This is an optimization exercise on Yosys and OpenROAD, whose aim is small area, a short achievable clock period and few clock cycles per item, not a production implementation.
Function was checked by simulation only, so behaviour that the tests miss may differ from the original.
Power figures rest on the tool's default switching activity, not on a simulated workload.

==> flow/design.v <==
`timescale 1ns/1ps
`default_nettype none
package div_pkg;
	localparam int DIV_WIDTH = 64;
	localparam int DIV_STEPS = DIV_WIDTH;  
	localparam int DIV_CNT_W = $clog2(DIV_STEPS);
	typedef enum logic {
		DIV_OP_SIGNED   = 1'b0,
		DIV_OP_UNSIGNED = 1'b1
	} div_op_e;
	typedef enum logic [2:0] {
		IDLE = 3'd0,
		LOAD = 3'd1,
		STEP = 3'd2,
		FIX  = 3'd3,
		ACK  = 3'd4
	} div_state_e;
	typedef struct packed {
		div_op_e                op;
		logic [DIV_WIDTH-1:0]   dividend;
		logic [DIV_WIDTH-1:0]   divisor;
	} div_req_t;
	typedef struct packed {
		logic [DIV_WIDTH-1:0]   quotient;
		logic [DIV_WIDTH-1:0]   remainder;
		logic                   div_by_zero;
	} div_rsp_t;
	typedef struct packed {
		logic [DIV_WIDTH-1:0]   dividend_mag;
		logic [DIV_WIDTH-1:0]   divisor_mag;
	} div_mag_t;
endpackage
`default_nettype wire
`timescale 1ns/1ps
`default_nettype none
module div_ctrl (
	input  wire  clk,
	input  wire  rst_n_i,
	input  logic req_i,
	input  logic last_i,
	output logic load_o,
	output logic step_o,
	output logic fix_o,
	output logic ack_o
);
	div_pkg::div_state_e state_q;
	div_pkg::div_state_e next_state;
	logic       ack_q;
	logic       ack_d;
	always_ff @(posedge clk or negedge rst_n_i) begin
		if (!rst_n_i) begin
			state_q <= div_pkg::IDLE;
			ack_q   <= 1'b0;
		end else begin
			state_q <= next_state;
			ack_q   <= ack_d;
		end
	end
	always_comb begin
		next_state = state_q;
		case (state_q)
			div_pkg::IDLE: begin
				if (req_i) begin
					next_state = div_pkg::LOAD;
				end
			end
			div_pkg::LOAD: begin
				next_state = div_pkg::STEP;
			end
			div_pkg::STEP: begin
				if (last_i) begin  
					next_state = div_pkg::FIX;
				end
			end
			div_pkg::FIX: begin
				next_state = div_pkg::ACK;
			end
			div_pkg::ACK: begin
				if (!req_i) begin
					next_state = div_pkg::IDLE;
				end
			end
			default: begin
				next_state = div_pkg::IDLE;
			end
		endcase
	end
	assign ack_d = (state_q == div_pkg::ACK) && req_i;
	assign load_o = (state_q == div_pkg::LOAD);
	assign step_o = (state_q == div_pkg::STEP);
	assign fix_o  = (state_q == div_pkg::FIX);
	assign ack_o  = ack_q;
endmodule
`default_nettype wire
`timescale 1ns/1ps
`default_nettype none
module div_step_counter (
	input  wire  clk,
	input  wire  rst_n_i,
	input  logic load_i,
	input  logic step_i,
	output logic last_o
);
	logic [div_pkg::DIV_CNT_W-1:0] cnt_q;
	always_ff @(posedge clk or negedge rst_n_i) begin
		if (!rst_n_i) begin
			cnt_q <= '0;
		end else if (load_i) begin
			cnt_q <= div_pkg::DIV_CNT_W'(div_pkg::DIV_STEPS - 1);
		end else if (step_i) begin
			cnt_q <= cnt_q - 1'b1;  
		end
	end
	assign last_o = (cnt_q == '0);
endmodule
`default_nettype wire
`timescale 1ns/1ps
`default_nettype none
module div_sign_unit (
	input  wire                            clk,
	input  wire                            rst_n_i,
	input  div_pkg::div_req_t              req_i,
	input  logic                           load_i,
	input  logic                           fix_i,
	output div_pkg::div_mag_t              mag_o,
	input  logic [div_pkg::DIV_WIDTH-1:0]  quotient_mag_i,
	input  logic [div_pkg::DIV_WIDTH-1:0]  remainder_mag_i,
	output div_pkg::div_rsp_t              rsp_o
);
	logic     is_signed;
	logic     dividend_neg;
	logic     divisor_neg;
	logic     divisor_zero;
	logic     q_neg_q;
	logic     r_neg_q;
	logic     dbz_q;
	div_pkg::div_rsp_t rsp_q;
	assign is_signed    = (req_i.op == div_pkg::DIV_OP_SIGNED);
	assign dividend_neg = is_signed && req_i.dividend[div_pkg::DIV_WIDTH-1];
	assign divisor_neg  = is_signed && req_i.divisor[div_pkg::DIV_WIDTH-1];
	assign divisor_zero = (req_i.divisor == '0);
	assign mag_o.dividend_mag = dividend_neg ? -req_i.dividend : req_i.dividend;
	assign mag_o.divisor_mag  = divisor_neg ? -req_i.divisor : req_i.divisor;
	always_ff @(posedge clk or negedge rst_n_i) begin
		if (!rst_n_i) begin
			q_neg_q <= 1'b0;
			r_neg_q <= 1'b0;
			dbz_q   <= 1'b0;
		end else if (load_i) begin
			q_neg_q <= (dividend_neg ^ divisor_neg) && !divisor_zero;
			r_neg_q <= dividend_neg;  
			dbz_q   <= divisor_zero;
		end
	end
	always_ff @(posedge clk or negedge rst_n_i) begin
		if (!rst_n_i) begin
			rsp_q <= '0;
		end else if (fix_i) begin
			rsp_q.quotient    <= q_neg_q ? -quotient_mag_i : quotient_mag_i;
			rsp_q.remainder   <= r_neg_q ? -remainder_mag_i : remainder_mag_i;
			rsp_q.div_by_zero <= dbz_q;
		end
	end
	assign rsp_o = rsp_q;
endmodule
`default_nettype wire
`timescale 1ns/1ps
`default_nettype none
module div_datapath (
	input  wire                            clk,
	input  wire                            rst_n_i,
	input  div_pkg::div_mag_t              mag_i,
	input  logic                           load_i,
	input  logic                           step_i,
	output logic [div_pkg::DIV_WIDTH-1:0]  quotient_mag_o,
	output logic [div_pkg::DIV_WIDTH-1:0]  remainder_mag_o
);
	logic [div_pkg::DIV_WIDTH:0]   rem_q;   
	logic [div_pkg::DIV_WIDTH-1:0] quo_q;   
	logic [div_pkg::DIV_WIDTH-1:0] div_q;
	logic [div_pkg::DIV_WIDTH+1:0] rem_shift;
	logic [div_pkg::DIV_WIDTH+1:0] trial;
	logic                 trial_neg;
	assign rem_shift = {rem_q, quo_q[div_pkg::DIV_WIDTH-1]};
	assign trial     = rem_shift - {2'b00, div_q};
	assign trial_neg = trial[div_pkg::DIV_WIDTH+1];
	always_ff @(posedge clk or negedge rst_n_i) begin
		if (!rst_n_i) begin
			rem_q <= '0;
			quo_q <= '0;
			div_q <= '0;
		end else if (load_i) begin
			rem_q <= '0;
			quo_q <= mag_i.dividend_mag;
			div_q <= mag_i.divisor_mag;
		end else if (step_i) begin
			if (trial_neg) begin
				rem_q <= rem_shift[div_pkg::DIV_WIDTH:0];  
				quo_q <= {quo_q[div_pkg::DIV_WIDTH-2:0], 1'b0};
			end else begin
				rem_q <= trial[div_pkg::DIV_WIDTH:0];
				quo_q <= {quo_q[div_pkg::DIV_WIDTH-2:0], 1'b1};
			end
		end
	end
	assign quotient_mag_o  = quo_q;
	assign remainder_mag_o = rem_q[div_pkg::DIV_WIDTH-1:0];
endmodule
`default_nettype wire
`timescale 1ns/1ps
`default_nettype none
module int_div_top (
	input  wire                clk,
	input  wire                rst_n_i,
	input  logic               req_i,
	input  logic               req_op_i,        
	input  logic [63:0]        req_dividend_i,
	input  logic [63:0]        req_divisor_i,
	output logic               ack_o,
	output logic [63:0]        rsp_quotient_o,
	output logic [63:0]        rsp_remainder_o,
	output logic               rsp_div_by_zero_o
);
	div_pkg::div_req_t             req_data_i;
	div_pkg::div_rsp_t             rsp_o;
	assign req_data_i.op       = div_pkg::div_op_e'(req_op_i);
	assign req_data_i.dividend = req_dividend_i;
	assign req_data_i.divisor  = req_divisor_i;
	assign rsp_quotient_o      = rsp_o.quotient;
	assign rsp_remainder_o     = rsp_o.remainder;
	assign rsp_div_by_zero_o   = rsp_o.div_by_zero;
	logic                 load;
	logic                 step;
	logic                 fix;
	logic                 last;
	div_pkg::div_mag_t             mag;
	logic [div_pkg::DIV_WIDTH-1:0] quotient_mag;
	logic [div_pkg::DIV_WIDTH-1:0] remainder_mag;
	div_ctrl i_ctrl (
		.clk     (clk),
		.rst_n_i (rst_n_i),
		.req_i   (req_i),
		.last_i  (last),
		.load_o  (load),
		.step_o  (step),
		.fix_o   (fix),
		.ack_o   (ack_o)
	);
	div_step_counter i_step_counter (
		.clk     (clk),
		.rst_n_i (rst_n_i),
		.load_i  (load),
		.step_i  (step),
		.last_o  (last)
	);
	div_sign_unit i_sign_unit (
		.clk             (clk),
		.rst_n_i         (rst_n_i),
		.req_i           (req_data_i),
		.load_i          (load),
		.fix_i           (fix),
		.mag_o           (mag),
		.quotient_mag_i  (quotient_mag),
		.remainder_mag_i (remainder_mag),
		.rsp_o           (rsp_o)
	);
	div_datapath i_datapath (
		.clk             (clk),
		.rst_n_i         (rst_n_i),
		.mag_i           (mag),
		.load_i          (load),
		.step_i          (step),
		.quotient_mag_o  (quotient_mag),
		.remainder_mag_o (remainder_mag)
	);
endmodule
`default_nettype wire
==> flow/run.sh <==
#!/bin/bash
# synth_recipe.tcl (not shown) runs the flow's synth.tcl, then flattens the netlist and writes it again
# the make line also repeats each setting of config.mk as NAME=value (left out here)
make -C /OpenROAD-flow-scripts/flow DESIGN_CONFIG=/design/flow/config.mk WORK_HOME=/design/flow/orfs CLKGATE_MAP_FILE= SYNTH_SCRIPT=/design/flow/synth_recipe.tcl finish
==> flow/config.mk <==
export PLATFORM = sky130hd
export DESIGN_NAME = int_div_top
export DESIGN_NICKNAME = int_div_top
export VERILOG_FILES = /design/flow/design.v
export SDC_FILE = /design/flow/constraint.sdc
export NUM_CORES = 4
export LEC_CHECK = 0
export CAP_MARGIN = 20
export CORE_MARGIN = 2
export CORE_UTILIZATION = 40
export SLEW_MARGIN = 20
==> flow/constraint.sdc <==
create_clock -name core_clock -period 5.0 [get_ports {clk}]
set_input_delay 1.0000 -clock core_clock [delete_from_list [all_inputs] [get_ports {clk}]]
set_output_delay 1.0000 -clock core_clock [all_outputs]
set_load 0.01 [all_outputs]
==> results.cfg <==
[cells_and_area]
fin_nets = 3110
nFillCells = 5471
antennaDiodeCount = 0
mostFrequentLayoutCell = nand2_1
syn2layout_area_growth_pct = 20.9
fin_area_um2 = 27400
layout-drive-gt1-share = 0.0521
final_cell_mix = nand2_1, o21ai_0, dfrtp_1

[timing]
final.setup_skew_ps = 18.0
hold_violations = 0
rsz0062_at_grt = no
max_freq_ghz = 0.245
timing.final.crit_period_ps = 4070
worst_pin_slew_ps = 1120
final_max_slew_viol_count = 0
setup_tns_ps = 0
slew_headroom = 0.248
setup_viol = 0
timing.final.crit_share = 0.815

[cts]
ctsResizeCount = 0
ctsHoldBuffers = 0
post_cts_buffers = 0
insertion_delay_ps = 570
clk_pin_slew_ps = 60
ctsHtreeMaxLevel = 2
clockRootBuffer = clkbuf_16
cts_buffer_depth = 3
cts_tree = done
cts_buffers = 41
cts.sink_count = 335

[floorplan]
rows = 87
pin_count = 262
core_area_um2 = 56200
die_x_um = 242
fp.dieArea_um2 = 58600
dieHeight_um = 242
initial_core_util = 0.403

[synth]
ys_seq_area_frac = 0.370
ys.flop_type = dfrtp_1
synth_area_um2 = 22700
synth_seq_cells = 335
synth_top_area_cell = dfrtp_1
synth-async-reset-ratio = 1.00
synth_area_leaders = dfrtp_1, o21ai_0, nand2_1
syn-mean-instance-area_um2 = 8.27
ys.warnings.count = 4
ys_types = 87
synthCells = 2740
syn-num-nets = 2943
synth-edff-count = 0
synth_top_area_frac = 0.370

[detailed_routing]
detail_route.iter0.violations = 1309
post_drt_wl_per_cell_um = 19.6
ant_nets = 0
wirelength_um = 72500
route.detailed.drc = 0
drt_pass1_iterations = 5
vias = 20710
viasPerCell = 5.60

[grt]
grtUsageTotal = 0.243
grt_pass1_wl_um = 115000
grt_max_degree = 185
overflow = 0
first_global_vias = 19886
antenna_found_initial = 0

[worst_setup_path]
path_cells = inv_1 -> ha_1 -> inv_1 -> fa_1 -> a211oi_1 -> o21ai_0 -> a22oi_1 -> a31oi_1 -> a31oi_1 -> buf_4 -> o41ai_1 -> a21oi_1 -> o21ai_0 -> xnor2_1 -> o31ai_1
critPathLaunch = i_datapath.quo_q[63]
cp-end-kind = flop
crit_type = flop to flop
crit_fanout = 4
regToRegStartpoint = i_datapath.quo_q[63]
required_ps = 5470
critPathTopFamily = compound AO/OA/AOI/OAI gates
max_stage_delay_ps = 630
worstPathArrival_ps = 4550
path_buf_inv = 3
crit_path_top_delay_cell = o41ai_1
start_kind = flop

[power]
power.leakage_nw = 11.6
p_per_area_nw_per_um2 = 543
ir_drop_v = 0.000340

[place]
port_buffers = 261
place_area_um2 = 26000
gp_congestion = 0.893
dp_hpwl_um = 54500

[status]
status = timing/DRC/antenna clean

[worst_hold_path]
hold_class = input port to asynchronous set/reset pin

[job]
maxCapViolCount = 0
[final timing paths]
check / endpoint / slack, ps / cells past startpoint
worst max-delay path: i_datapath.rem_q[62] / 930 / 15
worst min-delay path: i_sign_unit.rsp_q[78] / 460 / 1
worst max register to register: i_datapath.rem_q[62] / 930 / 15
worst min register to register: i_sign_unit.rsp_q[31] / 470 / 2
max in group asynchronous: i_sign_unit.rsp_q[52] / 3510 / 2
min in group core_clock: i_sign_unit.rsp_q[31] / 470 / 2
[flip-flops by register name (all words and copies together) (netlist names)]
register / flops
i_ctrl.ack_q: 1
i_ctrl.state_q: 3
i_datapath.div_q: 64
i_datapath.quo_q: 64
i_datapath.rem_q: 65
i_sign_unit.dbz_q: 1
i_sign_unit.q_neg_q: 1
i_sign_unit.r_neg_q: 1
i_sign_unit.rsp_q: 129
i_step_counter.cnt_q: 6
[logic make-up (layout without fill, tap and decap cells)]
logic type,count (synthesis),count (layout),share of synthesized area
buffers and inverters,285,484,0.0484
AOI/OAI and AO/OA,865,865,0.237
DFF,335,335,0.370
and+or+nand+nor,875,875,0.185
xor gates and xnor gates,303,303,0.117
muxes,6,6,0.00271
adders and majority gates,71,71,0.0395
[power breakdown]
part           leakage [nW]  total (W)  internal (W)  switching (W)
logic                  6.58    0.00717       0.00277        0.00440
registers              4.35    0.00450       0.00363       0.000869
clock network         0.718    0.00321       0.00197        0.00124
total                  11.6     0.0149       0.00838        0.00650
[routing by layer]
layer,routed length (um),part of all wire,vias to the layer above,track usage
li1,-,-,10131,-
met1,34600,0.48,9952,0.348
met2,31900,0.44,541,0.379
met3,4790,0.066,86,0.0484
met4,1250,0.017,0,0.0512
met5,0,0,-,0
[per-stage QoR]
step | util | std cells | worst slack (ps) | power [W] | hold slack, ps
final | 0.488 | 3695 | 926 | 0.0149 | 461
after global routing | 0.488 | 3695 | 525 | 0.0160 | 497
after CTS | 0.488 | 3695 | 835 | 0.0150 | 466
after detailed placement | 0.462 | 3620 | 410 | 0.0117 | 469
after global placement | 0.462 | 3620 | 515 | 0.0116 | 463
after floorplan | - | 2740 | 1310 | 0.00911 | 435
[synthesized netlist by cell type, drive strengths merged (18+ instances only)]
master  count
nand4      57
o31ai      56
ha         70
nand3      29
a22oi      63
o21ai     369
o211ai     37
o41ai      26
nor4       29
nand2b     19
nand2     427
a31oi      26
nor3       52
and3       18
or3        25
nor2      126
inv       110
dfrtp     335
a21o       29
clkbuf    157
a221o      26
xnor2     127
or4        27
xor2      176
buf        18
a21oi     150
[layout make-up]
class,instances,area (um2),share of cell area
repair buffers,299,3000,0.110
clock inverters,18,255,0.00932
clock buffers,57,1190,0.0433
multi-input cells,2120,13200,0.482
flip-flops and latches,335,8380,0.306
well taps,756,946,0.0345
inverters,110,413,0.0151
Testbench counts, summed over its fixed seeds: cycles 552,000, items 8,000.

[re-timing with driven ports]
The results above use ideal ports. As a check the final layout listed here was re-extracted and re-timed, cells and wires unchanged.
Step 1 sets driving cells, clkbuf_16 on the clock port and buf_2 on the other inputs (assumed; they add their load-dependent delay and slew).
Step 2 moves the port delays by t, midway between the first and last clock arrival at a register: inputs arrive t later, outputs are due t later. That takes back most of the time a late clock gives input paths.
Slacks: ideal ports / drivers / drivers and shift; pairs: ideal ports / drivers.
t, ns: 0.617
setup WS [ns]: 0.926 / 0.926 / 0.357
latest minus earliest clock arrival (ns): 0.018 / 0.019
worst register clock-pin slew, ns: 0.06 / 0.06
worst slew at a driven data input, ns: 0.10
After both steps setup and hold are still met in this run. For this run, drivers alone change the setup slack by 0.000 ns; drivers and shift together by -0.569 ns.
